Context: an optimization exercise on an open-source flow, tuned for small area and a short achievable clock period. The choices shown serve that exercise and are no tape-out recipe.
RTL that was checked went through simulation tests only; none was proved equivalent to the original.
Power and IR drop assume default switching activity.

// eth_stream_top
module eth_stream_top (
	input  wire                              clk_125,
	input  wire                              rst_crc,
	input  wire eth_stream_pkg::word_t       data_ch0,
	input  wire eth_stream_pkg::word_t       data_ch1,
	input  wire                              wr_ch0,
	input  wire                              wr_ch1,
	input  wire eth_stream_pkg::interval_t   interval_num,
	input  wire                              time_clr,
	input  wire                              stream_stop,
	input  wire eth_stream_pkg::stream_cfg_t cfg,
	input  wire                              tx_rdy,
	output eth_stream_pkg::tx_beat_t         tx
);
clock: 5.0 ns
lec_check: 0
cap_margin: 20
core_margin: 2
core_utilization: 60
place_density: 0.68
setup_slack_margin: 2.3
slew_margin: 20
run.sh (not shown) runs the stock make flow with config.mk's settings and CLKGATE_MAP_FILE= SYNTH_SCRIPT=/design/flow/synth_recipe.tcl, a recipe that flattens the netlist after the stock synthesis.
==> next run, changes <==
Settings changed: CTS_CLUSTER_DIAMETER from default to 60, CTS_CLUSTER_SIZE from default to 30.
=> Wire length fell by 1.4%. Cell count falls by 2.3%. Total power came out lower by 9.9%. Cell area drops by 2.5%. Sequential share of layout area rose by 1.7 points. Sequential cell count does not change. Register-to-register slack is about the same. Hold slack is better by 0.013 ns.
Function was not checked in any run of this note: the RTL went through the layout flow alone.

Another version of the RTL of eth_stream_top (not shown whole).
Size in the first run: roughly 10000 cells after synthesis, ~5000 flip-flops, ~190 I/O pins, ~180000 sq um of cells after synthesis.
// eth_stream_top
module eth_stream_top (
	input  wire                              clk_125,
	input  wire                              rst_crc,
	input  wire eth_stream_pkg::word_t       data_ch0,
	input  wire eth_stream_pkg::word_t       data_ch1,
	input  wire                              wr_ch0,
	input  wire                              wr_ch1,
	input  wire eth_stream_pkg::interval_t   interval_num,
	input  wire                              time_clr,
	input  wire                              stream_stop,
	input  wire eth_stream_pkg::stream_cfg_t cfg,
	input  wire                              tx_rdy,
	output eth_stream_pkg::tx_beat_t         tx
);
	logic hold;
	logic hold_pre_n;
	logic tag_clr;
	logic rd0;
	logic rd1;
	logic rd_adv;
	logic rdy0;
	logic rdy1;
	logic start;
	logic take;
	logic end_tx;
	eth_stream_pkg::word_t fifo_data0;
	eth_stream_pkg::word_t fifo_data1;
	eth_stream_pkg::buf_desc_t desc;
	logic [16-1:0] buf_sel;
	eth_stream_pkg::word_t buf_rd_data;
	restart_ctrl i_restart_ctrl (
		.clk_125     (clk_125),
		.rst_crc     (rst_crc),
		.time_clr    (time_clr),
		.stream_stop (stream_stop),
		.hold        (hold),
		.hold_pre_n  (hold_pre_n),
		.tag_clr     (tag_clr)
	);
	chan_fifo i_fifo_ch0 (
		.clk_125 (clk_125),
		.rst_crc (rst_crc),
		.clr     (hold),
		.stop    (stream_stop),
		.clr_pre_n (hold_pre_n),
		.wr      (wr_ch0),
		.wdata   (data_ch0),
		.rd      (rd0),
		.rd_adv  (rd_adv),
		.rdata   (fifo_data0),
		.rdy     (rdy0)
	);
	chan_fifo i_fifo_ch1 (
		.clk_125 (clk_125),
		.rst_crc (rst_crc),
		.clr     (hold),
		.stop    (stream_stop),
		.clr_pre_n (hold_pre_n),
		.wr      (wr_ch1),
		.wdata   (data_ch1),
		.rd      (rd1),
		.rd_adv  (rd_adv),
		.rdata   (fifo_data1),
		.rdy     (rdy1)
	);
	buffer_former i_buffer_former (
		.clk_125      (clk_125),
		.rst_crc      (rst_crc),
		.hold         (hold),
		.tag_clr      (tag_clr),
		.interval_num (interval_num),
		.rdy0         (rdy0),
		.rdy1         (rdy1),
		.fifo_data0   (fifo_data0),
  ...
==> flow/config.mk <==
export PLATFORM = sky130hd
export DESIGN_NAME = eth_stream_top
export DESIGN_NICKNAME = eth_stream_top
export VERILOG_FILES = /design/flow/design.v
export SDC_FILE = /design/flow/constraint.sdc
export NUM_CORES = 4
export LEC_CHECK = 0
export CAP_MARGIN = 20
export CORE_MARGIN = 2
export CORE_UTILIZATION = 50
export PLACE_DENSITY = 0.6
export SETUP_SLACK_MARGIN = 2.3
export SLEW_MARGIN = 20
==> flow/constraint.sdc <==
create_clock -name core_clock -period 5.0 [get_ports {clk_125}]
set_input_delay 1.0000 -clock core_clock [delete_from_list [all_inputs] [get_ports {clk_125}]]
set_output_delay 1.0000 -clock core_clock [all_outputs]
set_load 0.01 [all_outputs]
standard.sh (not shown) runs the stock make flow with config.mk's settings and CLKGATE_MAP_FILE= SYNTH_SCRIPT=/design/flow/synth_recipe.tcl, a recipe that flattens the netlist after the stock synthesis.
==> flow/flow/run.sh <==
#!/bin/bash
# The standard layout (standard.sh, standard synthesis unchanged) with
# two changes made through ORFS's own variables:
#  - ports are buffered with plain buf cells, which timing repair may size,
#    instead of the platform's default delay buffers (every port still gets
#    its buffer);
#  - the clock tree is built from clkbuf_16 as before, with explicit sink
#    clustering and without dummy loads.
# The make output goes to standard.log; ORFS writes each step's log under
# orfs/logs.
set -euo pipefail
export BUFFER_PORTS_ARGS="-buffer_cell sky130_fd_sc_hd__buf_2"
export CTS_ARGS="-sink_clustering_enable -repair_clock_nets -sink_clustering_size 28 -sink_clustering_max_diameter 100 -buf_list sky130_fd_sc_hd__clkbuf_16 -dont_use_dummy_load"
bash standard.sh > standard.log 2>&1
Rerun with:
SETUP_SLACK_MARGIN = 2.5   (was 2.3)
=> The changed run ran to the end with no violations. Utilization goes up by 1.7 points. Die area is unchanged. Routed wire length is higher by about 4.3%. Global-route usage increases by 0.99 points. Area after synthesis is unchanged. Clock-buffer cell count fell by 1. Setup slack is better by 0.081 ns. Worst hold slack gets worse by 0.032 ns. Via count rises by about 2.4%. Fmax goes up by 2.9%. Power hardly moves.
Function was not checked in any run of this note: the RTL went through the layout flow alone.

run A:
eth_stream_top, a different RTL version from the one above (not shown whole).
Size: about 10000 cells after synthesis, roughly 5100 flip-flops, roughly 190 I/O pins, about 0.19 mm^2 of cells after synthesis.
==> flow/design.v (excerpt) <==
module eth_stream_top (
	input  wire                              clk_125,
	input  wire                              rst_crc,
	input  wire eth_stream_pkg::word_t       data_ch0,
	input  wire eth_stream_pkg::word_t       data_ch1,
	input  wire                              wr_ch0,
	input  wire                              wr_ch1,
	input  wire eth_stream_pkg::interval_t   interval_num,
	input  wire                              time_clr,
	input  wire                              stream_stop,
	input  wire eth_stream_pkg::stream_cfg_t cfg,
	input  wire                              tx_rdy,
	output eth_stream_pkg::tx_beat_t         tx
);
	logic hold;
	logic hold_pre_n;
	logic tag_clr;
	logic rd0;
	logic rd1;
	logic rd_adv;
	logic rdy0;
	logic rdy1;
	logic start;
	logic take;
	logic end_tx;
	eth_stream_pkg::word_t fifo_data0;
	eth_stream_pkg::word_t fifo_data1;
	eth_stream_pkg::buf_desc_t desc;
	logic [16-1:0] buf_sel;
	eth_stream_pkg::word_t buf_rd_data;
  ...
export LEC_CHECK = 0
export CAP_MARGIN = 20
export CORE_MARGIN = 2
export CORE_UTILIZATION = 55
export PLACE_DENSITY = 0.65
export SETUP_SLACK_MARGIN = 2.5
export SLEW_MARGIN = 20
create_clock -name core_clock -period 5.0 [get_ports {clk_125}]
Scripts as last shown in full above: flow/flow/run.sh
## Diff of input files: run B against run A
diff --git a/flow/config.mk b/flow/config.mk
--- a/flow/config.mk
+++ b/flow/config.mk
@@ -8,6 +8,6 @@
 export CAP_MARGIN = 20
 export CORE_MARGIN = 2
-export CORE_UTILIZATION = 55
-export PLACE_DENSITY = 0.65
-export SETUP_SLACK_MARGIN = 2.5
+export CORE_UTILIZATION = 50
+export PLACE_DENSITY = 0.6
+export SETUP_SLACK_MARGIN = 2.65
 export SLEW_MARGIN = 20
Results
Diff run A and run B: net switching power figure higher in run B. The total routed wire length on the met1 layer in run B is 1.08 times that in run A. Total power: run B above run A. Setup slack: run B more than run A. Going from run A to run B, final area up about 1.6%, number of cells in the design after placement up 3.1%, arrival time of data at the critical path endpoint down 1730 ps, growth of design area from synthesis to finish up 1.8 points.
The following lists how run C was set up differently from run B:
diff --git a/flow/config.mk b/flow/config.mk
--- a/flow/config.mk
+++ b/flow/config.mk
@@ -10,4 +10,4 @@
 export CORE_UTILIZATION = 50
 export PLACE_DENSITY = 0.6
-export SETUP_SLACK_MARGIN = 2.65
+export SETUP_SLACK_MARGIN = 2.5
 export SLEW_MARGIN = 20
Results
met3 capacity usage during global routing came out lower on run C than on run B. Between run C and run B, the combinational power is lower for run C. Path type of the worst setup path = input port to output pin: run C; path type of the worst setup path = flop to output pin: run B. Delta (run C minus run B): first-pass iteration count of the detailed router saw an increase; core utilization saw a decrease.

separate check: timing with driven ports:
How much do the figures lean on ideal ports? The routed layouts below were timed once more, with nothing changed but the port constraints.
Step 1 assumes that a clkbuf_16 drives the clock port and a buf_2 every other input.
Step 2 also shifts input and output timing later by t, the mid clock arrival at the registers, as if the neighbouring blocks saw the same clock.
Three values: no drivers, after step 1, after step 2; two values: the first two.
run | shift t [ns] | setup slack, ns | hold slack, ns
the first run of note 1 | 1.103 | 1.546 / 1.546 / 0.892 | 0.406 / 0.316 / 0.445
the second run of note 1 | 1.050 | 1.561 / 1.561 / 1.093 | 0.419 / 0.329 / 0.441
the first run of note 2 | 1.067 | 2.138 / 2.138 / 1.537 | 0.244 / 0.154 / 0.365
the second run of note 2 | 1.056 | 2.219 / 2.219 / 1.439 | 0.212 / 0.154 / 0.322
run A | 1.062 | 2.422 / 2.318 / 1.419 | 0.212 / 0.122 / 0.360
run B | 1.054 | 2.440 / 2.275 / 1.524 | 0.232 / 0.155 / 0.372
run C | 1.055 | 2.473 / 2.269 / 1.380 | 0.255 / 0.168 / 0.366
After both steps every run listed still meets setup and hold. The setup slack of run C, which loses most, moves by -0.204 ns with the drivers and by -1.093 ns with both steps.
